Source: an optimization exercise on an open RTL-to-GDS flow (aim: a short achievable clock period and few clock cycles). Production flows keep margins and buffers that such runs may drop. The RTL was checked by simulation tests, not by an equivalence proof against the original design. Power and IR drop assume default switching activity.

==> flow/design.v <==
package mem_pkg;
    typedef enum logic [1:0] {
        MNONE    = 2'b00,
        MREAD    = 2'b01,
        MWRITE   = 2'b10,
        MILLEGAL = 2'b11
    } mem_cmd_e;
    localparam logic [8:0] LED_ADDR_DEF = 9'h100;
    localparam logic [8:0] SW_ADDR_DEF  = 9'h140;
endpackage
module rd_o22ai (
    input  logic a0,
    input  logic s0_n,
    input  logic a1,
    input  logic s1_n,
    output logic y
);
    assign y = ~((a0 | s0_n) & (a1 | s1_n));
endmodule
module rd_nand2 (
    input  logic a,
    input  logic b,
    output logic y
);
    assign y = ~(a & b);
endmodule
module rd_nor2 (
    input  logic a,
    input  logic b,
    output logic y
);
    assign y = ~(a | b);
endmodule
module ram_bit (
    input  logic       clk,
    input  logic       we,
    input  logic [7:0] addr,
    input  logic       wdata,
    output logic       rd_n0,
    output logic       rd_n1
);
    logic [255:0] mem;
    logic [15:0]  lo_n, hi_n, wlo_n;
    logic [255:0] wen;
    always_comb begin
        for (int i = 0; i < 16; i++) begin
            lo_n[i]  = !(addr[3:0] == 4'(i));
            hi_n[i]  = !(addr[7:4] == 4'(i));
            wlo_n[i] = lo_n[i] || !we;
        end
        for (int w = 0; w < 256; w++) begin
            wen[w] = !(wlo_n[w % 16] || hi_n[w / 16]);
        end
    end
    always_ff @(posedge clk) begin
        for (int w = 0; w < 256; w++) begin
            if (wen[w]) begin
                mem[w] <= wdata;
            end
        end
    end
    logic [127:0] t1;
    logic [63:0]  t2;
    logic [31:0]  t3;
    logic [15:0]  t4;
    logic [7:0]   t5;
    logic [3:0]   t6;
    logic [1:0]   t7;
    for (genvar k = 0; k < 128; k++) begin : g_l1
        rd_o22ai u (.a0(mem[2*k]), .s0_n(lo_n[(2*k) % 16]), .a1(mem[2*k+1]),
                    .s1_n(lo_n[(2*k+1) % 16]), .y(t1[k]));
    end
    for (genvar k = 0; k < 64; k++) begin : g_l2
        rd_nor2 u (.a(t1[2*k]), .b(t1[2*k+1]), .y(t2[k]));
    end
    for (genvar k = 0; k < 32; k++) begin : g_l3
        rd_nand2 u (.a(t2[2*k]), .b(t2[2*k+1]), .y(t3[k]));
    end
    for (genvar k = 0; k < 16; k++) begin : g_l4
        rd_nor2 u (.a(t3[2*k]), .b(t3[2*k+1]), .y(t4[k]));
    end
    for (genvar k = 0; k < 8; k++) begin : g_l5
        rd_o22ai u (.a0(t4[2*k]), .s0_n(hi_n[2*k]), .a1(t4[2*k+1]), .s1_n(hi_n[2*k+1]),
                    .y(t5[k]));
    end
    for (genvar k = 0; k < 4; k++) begin : g_l6
        rd_nor2 u (.a(t5[2*k]), .b(t5[2*k+1]), .y(t6[k]));
    end
    for (genvar k = 0; k < 2; k++) begin : g_l7
        rd_nand2 u (.a(t6[2*k]), .b(t6[2*k+1]), .y(t7[k]));
    end
    assign rd_n0 = t7[0];
    assign rd_n1 = t7[1];
endmodule
module ram_sp #(
    parameter int DEPTH = 256,
    parameter int AW    = 8
) (
    input  logic          clk,
    input  logic          we,
    input  logic [AW-1:0] addr,
    input  logic [15:0]   wdata,
    output logic [15:0]   rd_n0,   
    output logic [15:0]   rd_n1
);
    for (genvar b = 0; b < 16; b++) begin : g_bit
        ram_bit u_bit (
            .clk   (clk),
            .we    (we),
            .addr  (addr),
            .wdata (wdata[b]),
            .rd_n0 (rd_n0[b]),
            .rd_n1 (rd_n1[b])
        );
    end
endmodule
module mem_ctrl
#(
    parameter int         RAM_WORDS   = 256,
    parameter int         WAIT_STATES = 0,
    parameter logic [8:0] LED_ADDR    = mem_pkg::LED_ADDR_DEF,
    parameter logic [8:0] SW_ADDR     = mem_pkg::SW_ADDR_DEF
) (
    input  logic        clk,
    input  logic        reset,
    input  logic [1:0]  mem_cmd,
    input  logic [8:0]  mem_addr,
    input  logic [15:0] write_data,
    output logic [15:0] read_data,
    output logic        mem_ready,
    input  logic [7:0]  sw,
    output logic [7:0]  led,
    output logic        bus_err
);
    logic        is_rd, is_wr, is_ill;
    logic        dec_ram, dec_led, dec_sw;
    logic        access_err;
    logic [7:0]  sw_meta_reg, sw_sync_reg;
    logic [7:0]  led_reg;
    logic        err_reg;
    logic [15:0] ram_n0, ram_n1;
    logic [15:0] io_rdata;
    assign is_rd  = (mem_cmd == mem_pkg::MREAD);
    assign is_wr  = (mem_cmd == mem_pkg::MWRITE);
    assign is_ill = (mem_cmd == mem_pkg::MILLEGAL);
    assign dec_ram    = !mem_addr[8];
    assign dec_led    = (mem_addr == LED_ADDR);
    assign dec_sw     = (mem_addr == SW_ADDR);
    assign access_err = !(dec_ram || dec_led || (dec_sw && is_rd));
    always_ff @(posedge clk or negedge reset) begin
        if (!reset) begin
            sw_meta_reg <= 8'd0;
            sw_sync_reg <= 8'd0;
        end else begin
            sw_meta_reg <= sw;
            sw_sync_reg <= sw_meta_reg;
        end
    end
    always_ff @(posedge clk or negedge reset) begin
        if (!reset) begin
            led_reg <= 8'd0;
            err_reg <= 1'b0;
        end else begin
            if (is_ill || ((is_rd || is_wr) && access_err)) begin
                err_reg <= 1'b1;
            end
            if (is_wr && dec_led) begin
                led_reg <= write_data[7:0];
            end
        end
    end
    ram_sp #(
        .DEPTH (RAM_WORDS),
        .AW    (8)
    ) u_ram (
        .clk   (clk),
        .we    (is_wr && dec_ram),
        .addr  (mem_addr[7:0]),
        .wdata (write_data),
        .rd_n0 (ram_n0),
        .rd_n1 (ram_n1)
    );
    assign io_rdata  = {8'd0, (led_reg & {8{dec_led}}) | (sw_sync_reg & {8{dec_sw}})};
    assign read_data = (~(ram_n0 | ram_n1) & {16{dec_ram}}) | io_rdata;
    assign mem_ready = (is_rd || is_wr) && reset;
    assign led       = led_reg;
    assign bus_err   = err_reg;
endmodule
==> flow/run.sh <==
#!/bin/bash
# synth_recipe.tcl (not shown) runs the flow's synth.tcl, then flattens the netlist and writes it again
# the make line also repeats each setting of config.mk as NAME=value (left out here)
make -C /OpenROAD-flow-scripts/flow DESIGN_CONFIG=/design/flow/config.mk WORK_HOME=/design/flow/orfs CLKGATE_MAP_FILE= SYNTH_SCRIPT=/design/flow/synth_recipe.tcl finish
==> flow/config.mk <==
export PLATFORM = sky130hd
export DESIGN_NAME = mem_ctrl
export DESIGN_NICKNAME = mem_ctrl
export VERILOG_FILES = /design/flow/design.v
export SDC_FILE = /design/flow/constraint.sdc
export NUM_CORES = 4
export LEC_CHECK = 0
export CAP_MARGIN = 20
export CORE_MARGIN = 2
export CORE_UTILIZATION = 70
export SETUP_SLACK_MARGIN = 1.5
export SLEW_MARGIN = 20
export SYNTH_HIERARCHICAL = 1
export SYNTH_MEMORY_MAX_BITS = 8192
export SYNTH_MINIMUM_KEEP_SIZE = 0
export TNS_END_PERCENT = 10
==> flow/constraint.sdc <==
create_clock -name core_clock -period 5.0 [get_ports {clk}]
set_input_delay 1.0000 -clock core_clock [delete_from_list [all_inputs] [get_ports {clk}]]
set_output_delay 1.0000 -clock core_clock [all_outputs]
set_load 0.01 [all_outputs]
==> impl_results.md, run 1 <==
- List of cells traversed by the critical path: clkbuf_16, buf_12, buf_16, buf_6, nor2_4, nand2_4, buf_6, o22ai_2, nor2_2, nand2_1, nor2_1, o22ai_1, nor2_1, nand2_1, nor3_2, buf_4, a31o_4, buf_6
- Reg2Reg Setup Slack: 4170 ps
- Die span in x: 511 µm
- Initial antenna violation count: 5
- Area of the die: 261000 µm²
- First-pass GRT wire length: 726000 µm
- CP Launch Point: mem_addr[3]
- Input/output buffers: a little over 60
- Nets in the synthesized netlist: 14500
- Reg area: between 100000 and 150000 µm²
- Outcome: complete, no violations
- Number of global-route vias before repair: 127000
- Total power: around 73000 µW
- Cell with the biggest individual delay on the critical path: sky130_fd_sc_hd__nor2_4
- R2r startpoint: err_reg
- Vert. Die Dim: 511 µm
- Stage delay of the slowest cell on the critical path: 230 ps
- Area inside the core boundary: 256000 µm²
- Relative slew margins: 0.248
- Worst ir drop on vdd: 377 µV
- Area leader, netlist: sky130_fd_sc_hd__edfxtp_1
- Leakage power of the design: 0.0615 µW
- Worst-path maximum fanout: 7
- Inserted Clock Buffers: 408
- Number of filler instances in the final layout: 14800
- Hold buffers post-CTS: 0
- Syn Std Cell Area: 180000 µm²
- Reg2Reg Capture Point: err_reg
- Transition time of the tightest slew-check pin: 1130 ps
- Highest achievable clock rate: 218 MHz
- # clock sinks: just over 4000
- Largest net degree at the start of global routing: 190
- Cell count after placement: 17500
- Final weighted congestion in routability-driven placement: 0.904
- Count of pins over their slew limit: 0
- Detail-routed net length per standard cell: between 20 and 30 µm
- Dpl cell area: around 190000 µm²
- Aggregate global routing overflow: 0
- Cell seen most often among critical-path stages: sky130_fd_sc_hd__buf_6
- Bufs on Longest Clock Path: 4
- Number of flip-flops under the largest register name: 4096
- Layout cell share with drive strength beyond 1: 0.182
- Detailed-route via count: 131000
- Number of cell rows: ~190
- Final cell count without fillers: 18500
- Yosys top cell area share: 0.684
- Arrival time at the worst endpoint: approximately 3600 ps
- Start point of the worst min-delay path: sw_meta_reg[6]
- HPWL Detailed: 251000 µm
- Clock-pin slew on the worst setup and hold paths: about 60 ps
- Final wirelength: 476000 µm
- Initial core utilization: 0.702
- Worst path required time: 4000 ps
- Critical path class: input port to primary output
- Number of cells produced by synthesis: roughly 15000
- Clock latency at the later pin of the worst-skew pair: 920 ps
- Antenna-violating nets left: 0
- Power density over the cells: around 350 nW/µm²
- Non-Filler Cell Area, Final: 205000 µm²
- Crit. End Element: primary output
- HP Class: flip-flop to flip-flop
- Total Neg Setup Slack: 0 ps
- Period Utilization, post-route: 0.916
- CTS tree: built
- Violation count after the first detailed-route iteration: roughly 19000
- Area overhead of the layout relative to synthesis: 14.0%
- Last element of the critical path: read_data[2]
- Register bank with the most flops: u_ram.g_bit.u_bit.mem
- Most frequent standard cell in the layout excluding fill and tap cells: sky130_fd_sc_hd__edfxtp_1
- Number of max-cap violations: 0
- Area of combinational cells with multiple inputs: 51300 µm²
- Sequential fraction of the synthesis area: 0.687
- Worst setup skew after layout: 9.39 ps
- Final layout net count: 14800
- Synth top area cells: sky130_fd_sc_hd__edfxtp_1 (68%), sky130_fd_sc_hd__nor3_1 (9.8%), sky130_fd_sc_hd__o22ai_1 (7.6%)
- Root Buffer Master: sky130_fd_sc_hd__clkbuf_16
- Number of vias per cell: roughly 7.1
- Overall routing resource usage: 0.354
- Library cells used by synthesis: 32
- Count of TritonRoute iterations in the first routing pass: 7
- Shortest period the worst path allows: 4580 ps
- Finish-stage setup viols: 0
- Number of design rule violations left after detail routing: 0
- Worst R2R Path Depth: 1
- Flop and latch count out of synthesis: 4121
- Crit start category: input port
- Number of H-tree levels: 5
- Count of warnings emitted by yosys: 8
- Average cell area after synthesis: 12.4 µm²
- Setup repair after global routing missed its margin: yes
- Most frequent cells in the layout: sky130_fd_sc_hd__edfxtp_1 (4096), sky130_fd_sc_hd__nor3_1 (3520), sky130_fd_sc_hd__o22ai_1 (2122)
- Tightest hold margin: 350 ps
- Final hold violation count: 0
- Top Ports: 63
## modules after synthesis, one instance, submodules excluded, a selection
| module | copies in the design | flip-flops and latches | cell area (µm²) |
|---|---|---|---|
| rd_nand2 | 544 | 0 | 3.75 |
| mem_ctrl | 1 | 25 | 1130 |
| rd_nor2 | 1344 | 0 | 3.75 |
| ram_bit | 16 | 256 | 9880 |
| rd_o22ai | 2176 | 0 | 6.26 |
## per-layer routing
layer / share of wire / wire, µm / vias to the layer above / GRT usage
met5: 0.000055 / 26 / - / 0
li1: - / - / 56900 / -
met1: 0.37 / 176000 / 64500 / 0.489
met2: 0.48 / 230000 / 8196 / 0.574
met3: 0.11 / 52900 / 1187 / 0.0613
met4: 0.034 / 16400 / 4 / 0.125
## worst min-delay path by stage
stage | to | slack, ps | cells past startpoint
after detailed placement | sw_sync_reg[0] | 340 | 0
final | sw_sync_reg[6] | 350 | 0
after CTS | sw_sync_reg[6] | 350 | 0
after floorplan | sw_sync_reg[0] | 330 | 0
after global routing | sw_sync_reg[5] | 360 | 0
after global placement | sw_sync_reg[3] | 340 | 0
## cells by family after synthesis
group	count (synthesis)	synth area share
and+or+nand+nor	6745	0.199
DFF	4121	0.687
adders and majority gates	3	0.000209
AOI/OAI and AO/OA	2185	0.0761
muxes	16	0.00100
buffers and inverters	1432	0.0368
## synthesized netlist by cell type (all sizes together)
master / number
buf: 900
ha: 3
clkbuf: 529
and2: 1
nand4: 33
nor2b: 67
mux2: 16
or4: 16
nand4b: 64
edfxtp: 4096
o22ai: 2176
a31o: 8
dfrtp: 25
nand3: 113
nand2b: 33
inv: 3
nor3: 4113
a311o: 1
nand3b: 32
nand4bb: 96
or4b: 64
nor2: 1376
nand2: 704
or3b: 16
or2: 16
nor4: 1
## power breakdown
group | internal, µW | switching, µW
Sequential | 38000 | 9.03
Clock | 17000 | 12900
Combinational | 1300 | 3330
## layout make-up
cell class | count | share of cell area
sequential | 4121 | 0.603
multi-input combinational | 8949 | 0.250
timing repair buffer | 1242 | 0.0637
clock buffer | 500 | 0.0524
tap | 3384 | 0.0206
clock inverter | 257 | 0.0105
inverter | 3 | 0.0000549
antenna | 4 | 0.0000488
## through the flow
stage                     worst slack (ps)   util
after detailed placement              -428  0.734
after global routing                   399  0.801
final                                  420  0.801
after CTS                              534  0.798
after global placement                -412  0.734
after floorplan                       1350      -
## repair_timing
action	in CTS	in global routing
setup buffers	97	9
endpoints found under the setup margin	17	17
cloned	50	4
gates resized for setup	498	96
pin swaps	143	69
## critical path, delay by kind of cell
family / cells / cell delay [ps]
AO/OA/AOI/OAI: 3 / 550
buffers and inverters: 7 / 1110
AND/OR/NAND/NOR: 8 / 830
Testbench counts, summed over its fixed seeds: cycles 3,200.
==> run 2, diff against run 1 <==
--- a/flow/design.v
+++ b/flow/design.v
@@ -18,4 +18,13 @@
     assign y = ~((a0 | s0_n) & (a1 | s1_n));
 endmodule
+module rd_a22oi (
+    input  logic a0,
+    input  logic s0,
+    input  logic a1,
+    input  logic s1,
+    output logic y
+);
+    assign y = ~((a0 & s0) | (a1 & s1));
+endmodule
 module rd_nand2 (
     input  logic a,
@@ -35,4 +44,5 @@
     input  logic       clk,
     input  logic       we,
+    input  logic       rsel,
     input  logic [7:0] addr,
     input  logic       wdata,
@@ -41,9 +51,10 @@
 );
     logic [255:0] mem;
-    logic [15:0]  lo_n, hi_n, wlo_n;
+    logic [15:0]  lo_n, hi, hi_n, wlo_n;
     logic [255:0] wen;
     always_comb begin
         for (int i = 0; i < 16; i++) begin
             lo_n[i]  = !(addr[3:0] == 4'(i));
+            hi[i]    = (addr[7:4] == 4'(i)) && rsel;
             hi_n[i]  = !(addr[7:4] == 4'(i));
             wlo_n[i] = lo_n[i] || !we;
@@ -81,12 +92,12 @@
     end
     for (genvar k = 0; k < 8; k++) begin : g_l5
-        rd_o22ai u (.a0(t4[2*k]), .s0_n(hi_n[2*k]), .a1(t4[2*k+1]), .s1_n(hi_n[2*k+1]),
+        rd_a22oi u (.a0(t4[2*k]), .s0(hi[2*k]), .a1(t4[2*k+1]), .s1(hi[2*k+1]),
                     .y(t5[k]));
     end
     for (genvar k = 0; k < 4; k++) begin : g_l6
-        rd_nor2 u (.a(t5[2*k]), .b(t5[2*k+1]), .y(t6[k]));
+        rd_nand2 u (.a(t5[2*k]), .b(t5[2*k+1]), .y(t6[k]));
     end
     for (genvar k = 0; k < 2; k++) begin : g_l7
-        rd_nand2 u (.a(t6[2*k]), .b(t6[2*k+1]), .y(t7[k]));
+        rd_nor2 u (.a(t6[2*k]), .b(t6[2*k+1]), .y(t7[k]));
     end
     assign rd_n0 = t7[0];
@@ -99,4 +110,5 @@
     input  logic          clk,
     input  logic          we,
+    input  logic          rsel,
     input  logic [AW-1:0] addr,
     input  logic [15:0]   wdata,
@@ -108,4 +120,5 @@
             .clk   (clk),
             .we    (we),
+            .rsel  (rsel),
             .addr  (addr),
             .wdata (wdata[b]),
@@ -176,4 +189,5 @@
         .clk   (clk),
         .we    (is_wr && dec_ram),
+        .rsel  (dec_ram),
         .addr  (mem_addr[7:0]),
         .wdata (write_data),
@@ -182,5 +196,5 @@
     );
     assign io_rdata  = {8'd0, (led_reg & {8{dec_led}}) | (sw_sync_reg & {8{dec_sw}})};
-    assign read_data = (~(ram_n0 | ram_n1) & {16{dec_ram}}) | io_rdata;
+    assign read_data = ~(ram_n0 & ram_n1 & ~io_rdata);
     assign mem_ready = (is_rd || is_wr) && reset;
     assign led       = led_reg;
--- a/flow/config.mk
+++ b/flow/config.mk
@@ -8,5 +8,5 @@
 export CAP_MARGIN = 20
 export CORE_MARGIN = 2
-export CORE_UTILIZATION = 70
+export CORE_UTILIZATION = 75
 export SETUP_SLACK_MARGIN = 1.5
 export SLEW_MARGIN = 20
==> impl_results.md, run 2 <==
- Outcome: complete, no violations
- Nets in the synthesized netlist: 14800
- Sequential fraction of the synthesis area: 0.687
- Share of cell area taken by muxes after synthesis: 0.000946
- Clock-pin slew on the worst setup and hold paths: 60 ps
- Register bank with the most flops: u_ram.g_bit.u_bit.mem
- Compound-cell area share of the yosys netlist: 0.0805
- Largest net degree at the start of global routing: around 220
- Final layout net count: 14800
- Worst path required time: 4000 ps
- Count of TritonRoute iterations in the first routing pass: 7
- Global-route track usage on met3: 0.0666
- Area leader, netlist: sky130_fd_sc_hd__edfxtp_1
- Finish-stage setup viols: 0
- Relative slew margins: 0.237
- Number of filler instances in the final layout: around 12000
- HPWL Detailed: 254000 µm
- Vert. Die Dim: 494 µm
- Inserted Clock Buffers: 408
- Number of vias per cell: 7.32
- Met2 track utilization from global routing: 0.628
- Most common library cells after synthesis: sky130_fd_sc_hd__edfxtp_1 (4096), sky130_fd_sc_hd__nor3_1 (3808), sky130_fd_sc_hd__o22ai_1 (2048)
- Area of the die: 244000 µm²
- Power share of the combinational group: 0.061
- Number of flip-flops under the largest register name: 4096
- Initial antenna violation count: 8
- Number of cell rows: 179
- HP Class: input port to async pin
- Transition time of the tightest slew-check pin: between 1000 and 1500 ps
- Most frequent standard cell in the layout excluding fill and tap cells: sky130_fd_sc_hd__edfxtp_1
- Count of pins over their slew limit: 0
- Detailed-route via count: approximately 130k
- Root Buffer Master: sky130_fd_sc_hd__clkbuf_16
- Power density over the cells: ~360 nW/µm²
- First-pass GRT wire length: 729000 µm
- Antenna-violating nets left: 0
- Yosys top cell area share: 0.684
- CTS tree: built
- Flop and latch count out of synthesis: 4121
- Crit start category: input port
- FFs w/ async S/R, synth: 0.00607
- Simple-Gate Fraction of Synth Area: 0.195
- Highest achievable clock rate: 223 MHz
- Clock Power Share: 0.418
- Overall routing resource usage: 0.384
- Layout cell share with drive strength beyond 1: 0.149
- Grt met1 use: 0.507
- Number of design rule violations left after detail routing: 0
- Input/output buffers: 62
- Die span in x: 494 µm
- Count of warnings emitted by yosys: 8
- Worst ir drop on vdd: 363 µV
- Switching power total: approximately 16000 µW
- Worst-path maximum fanout: 17
- Aggregate global routing overflow: 0
- Final wirelength: about 480000 µm
- Number of max-cap violations: 0
- Switching part of the total: 0.221
- Leakage power of the design: 0.0601 µW
- Top Ports: 63
- Post-synthesis share of cell area spent on xor and xnor gates: 0
- Synth top area cells: sky130_fd_sc_hd__edfxtp_1 (68%), sky130_fd_sc_hd__nor3_1 (11%), sky130_fd_sc_hd__o22ai_1 (7.1%)
- Initial core utilization: 0.755
- Period Utilization, post-route: 0.897
- Most frequent cell after synthesis: sky130_fd_sc_hd__edfxtp_1
- Share of power burned in registers: 0.521
- Main combinational cell family by area after synthesis: simple AND/OR/NAND/NOR gates
- Most frequent cells in the layout: sky130_fd_sc_hd__edfxtp_1 (4096), sky130_fd_sc_hd__nor3_1 (3808), sky130_fd_sc_hd__o22ai_1 (2019)
- Bufs on Longest Clock Path: 4
- # clock sinks: 4121
- Clock latency at the later pin of the worst-skew pair: 940 ps
- Internal: roughly 57000 µW
- Setup repair after global routing missed its margin: yes
- Number of flops mapped to enable cells by yosys: between 4000 and 5000
- Library cells used by synthesis: 32
- Hold buffers post-CTS: 0
- Final hold violation count: 0
- Final weighted congestion in routability-driven placement: 0.865
- Critical path class: input port to primary output
- Detail-routed net length per standard cell: 26.4 µm
- Commonest register cell after synthesis: sky130_fd_sc_hd__edfxtp_1
- Syn Std Cell Area: 180000 µm²
- Area overhead of the layout relative to synthesis: 11.9%
- Number of H-tree levels: 5
- Post-Synth Adder-Cell Area: 0.000209
- Shortest period the worst path allows: 4480 ps
- Arrival time at the worst endpoint: 3480 ps
- Highest-utilization routing layer at the global route stage: met2
- Violation count after the first detailed-route iteration: 21500
- Total power: between 70000 and 80000 µW
- Worst setup skew after layout: 1.33 ps
- Number of cells produced by synthesis: 14800
- Average cell area after synthesis: 12.2 µm²
- Crit. End Element: primary output
- Reg2Reg Setup Slack: 4030 ps
- Number of global-route vias before repair: about 130k
- Area inside the core boundary: 238000 µm²
- Total Neg Setup Slack: 0 ps
[run 2: cell count changes in the layout (fill, tap and decap cells not counted), sizes merged, moves of 11 or more]
cell and change:
clkinvlp +11, nand2 +40, clkbuf -21, nor2 +224, o22ai -128, clkinv -21
a22oi +128, bufinv +16, nor3 -16, buf -248
[run 2: modules after synthesis (local to each module, per instance), excerpt]
| module | flip-flops and latches | cells inside | area (µm²) |
|---|---|---|---|
| mem_ctrl | 25 | 74 | 1040 |
| ram_bit | 256 | 665 | 9840 |
| rd_a22oi | 0 | 1 | 12.5 |
| rd_nand2 | 0 | 1 | 3.75 |
| rd_nor2 | 0 | 1 | 3.75 |
| rd_o22ai | 0 | 1 | 6.26 |
[run 2: path summary, 6_finish.rpt]
check	startpoint	end	cells after the start
setup / recovery	mem_addr[1]	read_data[11]	14
hold / removal	reset	led_reg[5]	2
setup reg to reg	led_reg[5]	led_reg[5]	1
hold reg to reg	sw_meta_reg[3]	sw_sync_reg[3]	0
max in group asynchronous	reset	sw_sync_reg[1]	2
min in group core_clock	sw_meta_reg[3]	sw_sync_reg[3]	0
[run 2: through the flow]
step                      worst slack, ps   util  hold WS (ps)  instances  instance area [µm²]
after floorplan                      1390      -           331      14800               180000
after global placement               78.4  0.781           333      17500               186000
after global routing                  461  0.844           177      18200               201000
after CTS                             668  0.843           120      18200               201000
after detailed placement             57.8  0.781           338      17500               186000
final                                 517  0.844           179      18200               201000
[run 2: cell type report]
class / instances / area, µm² / area share
clock inverters: 246 / 2550 / 0.0127
repair buffers: 990 / 9540 / 0.0474
diodes: 10 / 25.0 / 0.000124
flip-flops and latches: 4121 / 124000 / 0.614
clock buffers: 484 / 10600 / 0.0527
inverters: 19 / 113 / 0.000560
multi-input cells: 9197 / 50800 / 0.252
well taps: 3167 / 3960 / 0.0197
[run 2: kinds of logic after synthesis]
logic type / after synthesis
buffers and inverters: 1460
AO/OA/AOI/OAI: 2185
multiplexers: 16
AND/OR/NAND/NOR: 6993
adder cells (fa/ha/maj): 3
flip-flops: 4121
[run 2: worst max-delay path, stage by stage]
cell	delay, ps
sky130_fd_sc_hd__clkbuf_16	180
sky130_fd_sc_hd__bufbuf_16	330
sky130_fd_sc_hd__nor2_4	140
sky130_fd_sc_hd__nand2_1	80
sky130_fd_sc_hd__buf_4	230
sky130_fd_sc_hd__o22ai_1	250
sky130_fd_sc_hd__nor2_1	90
sky130_fd_sc_hd__nand2_1	130
sky130_fd_sc_hd__nor2_1	80
sky130_fd_sc_hd__a22oi_2	220
sky130_fd_sc_hd__nand2_1	90
sky130_fd_sc_hd__nor2_1	150
sky130_fd_sc_hd__nand2_2	160
sky130_fd_sc_hd__dlygate4sd2_1	330
[run 2: power groups by stage]
stage          Clock [µW]  Sequential [µW]  Combinational [µW]
3_5_place_dp            0            38700                4080
3_3_place_gp            0            38700                3980
6_report            30500            38000                4450
2_1_floorplan           0            38700                2190
5_1_grt             31800            38000                4630
4_1_cts             30500            38000                4270
[run 2: timing repair]
| item | CTS | global route |
|---|---|---|
| resized for setup | 291 | 44 |
| buffers inserted | 18 | 0 |
| cloned | 22 | 0 |
| endpoints found under the setup margin | 17 | 17 |
| pin swaps | 25 | 13 |
[run 2: per-layer routing]
| metal | vias to the layer above | part of all wire |
|---|---|---|
| met1 | 64700 | 0.34 |
| li1 | 57100 | - |
| met3 | 1646 | 0.11 |
| met2 | 9988 | 0.49 |
| met5 | - | 0.00010 |
| met4 | 8 | 0.050 |
Testbench counts of run 2, summed over its fixed seeds: cycles 3,200.
==> run 3, diff against run 2 <==
--- a/flow/design.v
+++ b/flow/design.v
@@ -27,4 +27,10 @@
     assign y = ~((a0 & s0) | (a1 & s1));
 endmodule
+module rd_inv (
+    input  logic a,
+    output logic y
+);
+    assign y = ~a;
+endmodule
 module rd_nand2 (
     input  logic a,
@@ -51,12 +57,24 @@
 );
     logic [255:0] mem;
-    logic [15:0]  lo_n, hi, hi_n, wlo_n;
+    logic [3:0]   pa, pb;
+    logic [15:0]  lo0_n, lo1_n, hi, hi_n, wlo_n;
     logic [255:0] wen;
+    logic [3:0] addr_n;
+    for (genvar j = 0; j < 4; j++) begin : g_ainv
+        rd_inv u (.a(addr[j]), .y(addr_n[j]));
+    end
+    for (genvar i = 0; i < 4; i++) begin : g_pair
+        rd_nor2 ua (.a(i[0] ? addr_n[0] : addr[0]), .b(i[1] ? addr_n[1] : addr[1]), .y(pa[i]));
+        rd_nor2 ub (.a(i[0] ? addr_n[2] : addr[2]), .b(i[1] ? addr_n[3] : addr[3]), .y(pb[i]));
+    end
+    for (genvar i = 0; i < 16; i++) begin : g_lo
+        rd_nand2 u0 (.a(pa[i % 4]), .b(pb[i / 4]), .y(lo0_n[i]));
+        rd_nand2 u1 (.a(pa[i % 4]), .b(pb[i / 4]), .y(lo1_n[i]));
+    end
     always_comb begin
         for (int i = 0; i < 16; i++) begin
-            lo_n[i]  = !(addr[3:0] == 4'(i));
+            wlo_n[i] = !(pa[i % 4] && pb[i / 4] && we);
             hi[i]    = (addr[7:4] == 4'(i)) && rsel;
             hi_n[i]  = !(addr[7:4] == 4'(i));
-            wlo_n[i] = lo_n[i] || !we;
         end
         for (int w = 0; w < 256; w++) begin
@@ -78,7 +96,11 @@
     logic [3:0]   t6;
     logic [1:0]   t7;
-    for (genvar k = 0; k < 128; k++) begin : g_l1
-        rd_o22ai u (.a0(mem[2*k]), .s0_n(lo_n[(2*k) % 16]), .a1(mem[2*k+1]),
-                    .s1_n(lo_n[(2*k+1) % 16]), .y(t1[k]));
+    for (genvar k = 0; k < 64; k++) begin : g_l1a
+        rd_o22ai u (.a0(mem[2*k]), .s0_n(lo0_n[(2*k) % 16]), .a1(mem[2*k+1]),
+                    .s1_n(lo0_n[(2*k+1) % 16]), .y(t1[k]));
+    end
+    for (genvar k = 64; k < 128; k++) begin : g_l1b
+        rd_o22ai u (.a0(mem[2*k]), .s0_n(lo1_n[(2*k) % 16]), .a1(mem[2*k+1]),
+                    .s1_n(lo1_n[(2*k+1) % 16]), .y(t1[k]));
     end
     for (genvar k = 0; k < 64; k++) begin : g_l2
==> impl_results.md, run 3 <==
- First-pass GRT wire length: 669000 µm
- Count of TritonRoute iterations in the first routing pass: 10
- Area of the die: 235000 µm²
- Number of cell rows: approximately 180
- Bufs on Longest Clock Path: 4
- Dpl cell area: 179000 µm²
- Shortest period the worst path allows: 4540 ps
- Detail-routed net length per standard cell: between 20 and 25 µm
- Root Buffer Master: sky130_fd_sc_hd__clkbuf_16
- Final weighted congestion in routability-driven placement: 0.938
- Initial core utilization: 0.753
- Number of global-route vias before repair: 122000
- Highest achievable clock rate: 220 MHz
- Transition time of the tightest slew-check pin: 1100 ps
- Share of the core filled with cells: 0.853
- Relative slew margins: 0.268
- Flop and latch count out of synthesis: 4121
- Clock latency at the later pin of the worst-skew pair: ~960 ps
- Most common library cells after synthesis: sky130_fd_sc_hd__nor2_1 (5472), sky130_fd_sc_hd__edfxtp_1 (4096), sky130_fd_sc_hd__o22ai_1 (2048)
- Layout cell share with drive strength beyond 1: 0.163
- Non-Filler Cell Area, Final: 196000 µm²
- Crit. End Element: primary output
- List of cells traversed by the critical path: buf_12, buf_16, inv_1, nor2_4, buf_12, nand2_4, o22ai_2, nor2_1, nand2_1, nor2_1, a22oi_2, nand2_1, nor2_4, buf_4, o211ai_1, buf_2
- Final hold violation count: 0
- Worst setup skew after layout: 23.8 ps
- CP bufs+invs: 6
- Most frequent standard cell in the layout excluding fill and tap cells: sky130_fd_sc_hd__nor2_1
- Switching power total: 15300 µW
- Most frequent cells in the layout: sky130_fd_sc_hd__nor2_1 (5378), sky130_fd_sc_hd__edfxtp_1 (4096), sky130_fd_sc_hd__o22ai_1 (1942)
- Final wirelength: 448000 µm
- Library cells used by synthesis: 29
- Count of pins over their slew limit: 0
- Most frequent cell after synthesis: sky130_fd_sc_hd__nor2_1
- Internal: 55900 µW
- Vert. Die Dim: 485 µm
- Cell family with most CP delay: buffers and inverters
- FFs w/ async S/R, synth: 0.00607
- Finish-stage setup viols: 0
- Count of warnings emitted by yosys: 8
- Commonest register cell after synthesis: sky130_fd_sc_hd__edfxtp_1
- Nets in the synthesized netlist: 14700
- Final layout net count: 15100
- Violation count after the first detailed-route iteration: around 19000
- Setup repair after global routing missed its margin: yes
- Top Ports: 63
- Crit start category: input port
- Average cell area after synthesis: 11.8 µm²
- Power density over the cells: 363 nW/µm²
- Yosys top cell area share: 0.710
- Stage delay of the slowest cell on the critical path: 250 ps
- Antenna-violating nets left: 0
- Die span in x: 485 µm
- CTS tree: built
- Leakage power of the design: 0.0620 µW
- Number of design rule violations left after detail routing: 0
- Largest net degree at the start of global routing: ~250
- HP Class: input port to async pin
- Area inside the core boundary: 230000 µm²
- Overall routing resource usage: 0.368
- Number of flops mapped to enable cells by yosys: 4096
- Power share of the combinational group: 0.053
- Register bank with the most flops: u_ram.g_bit.u_bit.mem
- Switching part of the total: 0.215
- Number of H-tree levels: 5
- Clock-pin slew on the worst setup and hold paths: 60 ps
- Syn Std Cell Area: ~170000 µm²
- # clock sinks: 4121
- Worst setup slack after placement: -295 ps
- Input/output buffers: 62
- Setup WS post-layout: 460 ps
- Number of vias per cell: between 6 and 7
- Number of max-cap violations: 0
- Number of flip-flops under the largest register name: 4096
- Share of power burned in registers: 0.534
- Critical path class: input port to primary output
- Worst-path maximum fanout: 8
- Area leader, netlist: sky130_fd_sc_hd__edfxtp_1
- Clock Power Share: 0.412
- Worst ir drop on vdd: 355 µV
- Cell with the biggest individual delay on the critical path: sky130_fd_sc_hd__o22ai_2
- Synth top area cells: sky130_fd_sc_hd__edfxtp_1 (71%), sky130_fd_sc_hd__nor2_1 (12%), sky130_fd_sc_hd__o22ai_1 (7.4%)
- Sequential fraction of the synthesis area: 0.714
- Period Utilization, post-route: 0.908
- Detailed-route via count: 126000
- Number of cells produced by synthesis: 14600
- Initial antenna violation count: 12
- Worst path required time: 4000 ps
- HPWL Detailed: about 260000 µm
- Total power: a little over 70000 µW
- Outcome: complete, no violations
- Area overhead of the layout relative to synthesis: 13.3%
- Aggregate global routing overflow: 0
- Arrival time at the worst endpoint: 3540 ps
- Inserted Clock Buffers: 406
-- run 3: changes by cell type in the layout (fill, tap and decap cells not counted), sizes merged, moves of 10 or more --
cell    delta
buf      -155
bufinv    -16
clkinv    -10
inv       +65
nand2    +352
nand2b    -32
nand3    +144
nand3b    -32
nand4     -16
nor2    +4192
nor2b     -64
nor3    -4096
or2       -16
or3b      -16
-- run 3: cell families after synthesis --
kind of cell / Yosys count / share of synthesized area
flops: 4121 / 0.714
fa+ha+maj: 3 / 0.000217
simple gates: 7409 / 0.177
compound gates: 2185 / 0.0836
buf+inv: 884 / 0.0245
mux: 16 / 0.000982
-- run 3: worst paths after layout --
kind / cells past startpoint / slack (ps) / from / to
min in group core_clock: 1 / 280 / write_data[12] / u_ram.g_bit[12].u_bit.mem[94]
max in group asynchronous: 1 / 4290 / reset / sw_sync_reg[7]
worst min-delay path: 1 / 120 / reset / led_reg[5]
worst max register to register: 1 / 4120 / led_reg[3] / led_reg[3]
worst max-delay path: 16 / 460 / mem_addr[2] / read_data[0]
worst min register to register: 0 / 350 / sw_meta_reg[6] / sw_sync_reg[6]
-- run 3: area by class of cell --
class	instances	area (µm²)
antenna	7	17.5
clock buffer	491	10600
clock inverter	222	1950
fill	11300	33700
inverter	83	342
multi-input combinational	9613	48200
sequential	4121	124000
tap	3026	3790
timing repair buffer	830	7620
timing repair inverter	1	7.51
-- run 3: routing by layer --
layer	track usage	share of wire
met4	0.160	0.045
met5	0	0.00010
met1	0.490	0.35
met2	0.600	0.49
met3	0.0702	0.12
-- run 3: through the flow --
step / cells / setup TNS (ps) / hold slack (ps)
floorplan: 14600 / 0 / 331
global placement: 17600 / -353 / 335
detailed placement: 17600 / -526 / 337
CTS: 18400 / 0 / 102
global route: 18400 / 0 / 139
finish: 18400 / 0 / 119
-- run 3: what timing repair did --
| item | in CTS | in global routing |
|---|---|---|
| resized for setup | 801 | 179 |
| cloned | 19 | 7 |
| pin swaps | 10 | 13 |
| setup endpoints to repair | 17 | 17 |
| buffers inserted | 58 | 26 |
| hold buffers | 0 | 0 |
-- run 3: Yosys stat by module, one instance, submodules excluded, a selection --
module	cell area (µm²)	flops+latches	cells
ram_bit	9250	256	611
mem_ctrl	1040	25	74
rd_a22oi	12.5	0	1
rd_o22ai	6.26	0	1
rd_inv	3.75	0	1
rd_nand2	3.75	0	1
rd_nor2	3.75	0	1
-- run 3: power by group through the flow --
stage / combinational, µW / sequential, µW / clock (µW)
5_1_grt: 3960 / 38000 / 30700
2_1_floorplan: 1660 / 38700 / 0
3_5_place_dp: 3260 / 38700 / 0
3_3_place_gp: 3150 / 38700 / 0
6_report: 3790 / 38000 / 29300
4_1_cts: 3540 / 38000 / 29300
Testbench counts of run 3, summed over its fixed seeds: cycles 3,200.

re-timing with driven ports:
In the flow no input, the clock included, has a driving cell. The finished layouts below were timed again as built, in two steps. Step 1: set_driving_cell puts a clkbuf_16 on clk and a buf_2 on each other input, an assumption about the parent block. Step 2 moves the port delays by t, midway between the first and last clock arrival at a register: inputs arrive t later, outputs are due t later. That takes back most of the time a late clock gives input paths. Three values: ideal ports, drivers, drivers and shift; two values: the first two.
run | t, ns | setup WS [ns] | worst setup path after step 2 | clock arrival spread, ns
run 1 | 1.031 | 0.420 / 0.116 / 0.116 | input to output | 0.047 / 0.047
run 2 | 1.054 | 0.517 / 0.133 / 0.133 | input to output | 0.067 / 0.067
run 3 | 1.059 | 0.460 / 0.196 / 0.196 | input to output | 0.069 / 0.069
After both steps setup and hold are still met in every run listed. For run 2, which loses most, drivers alone change the setup slack by -0.384 ns; drivers and shift together by -0.384 ns.
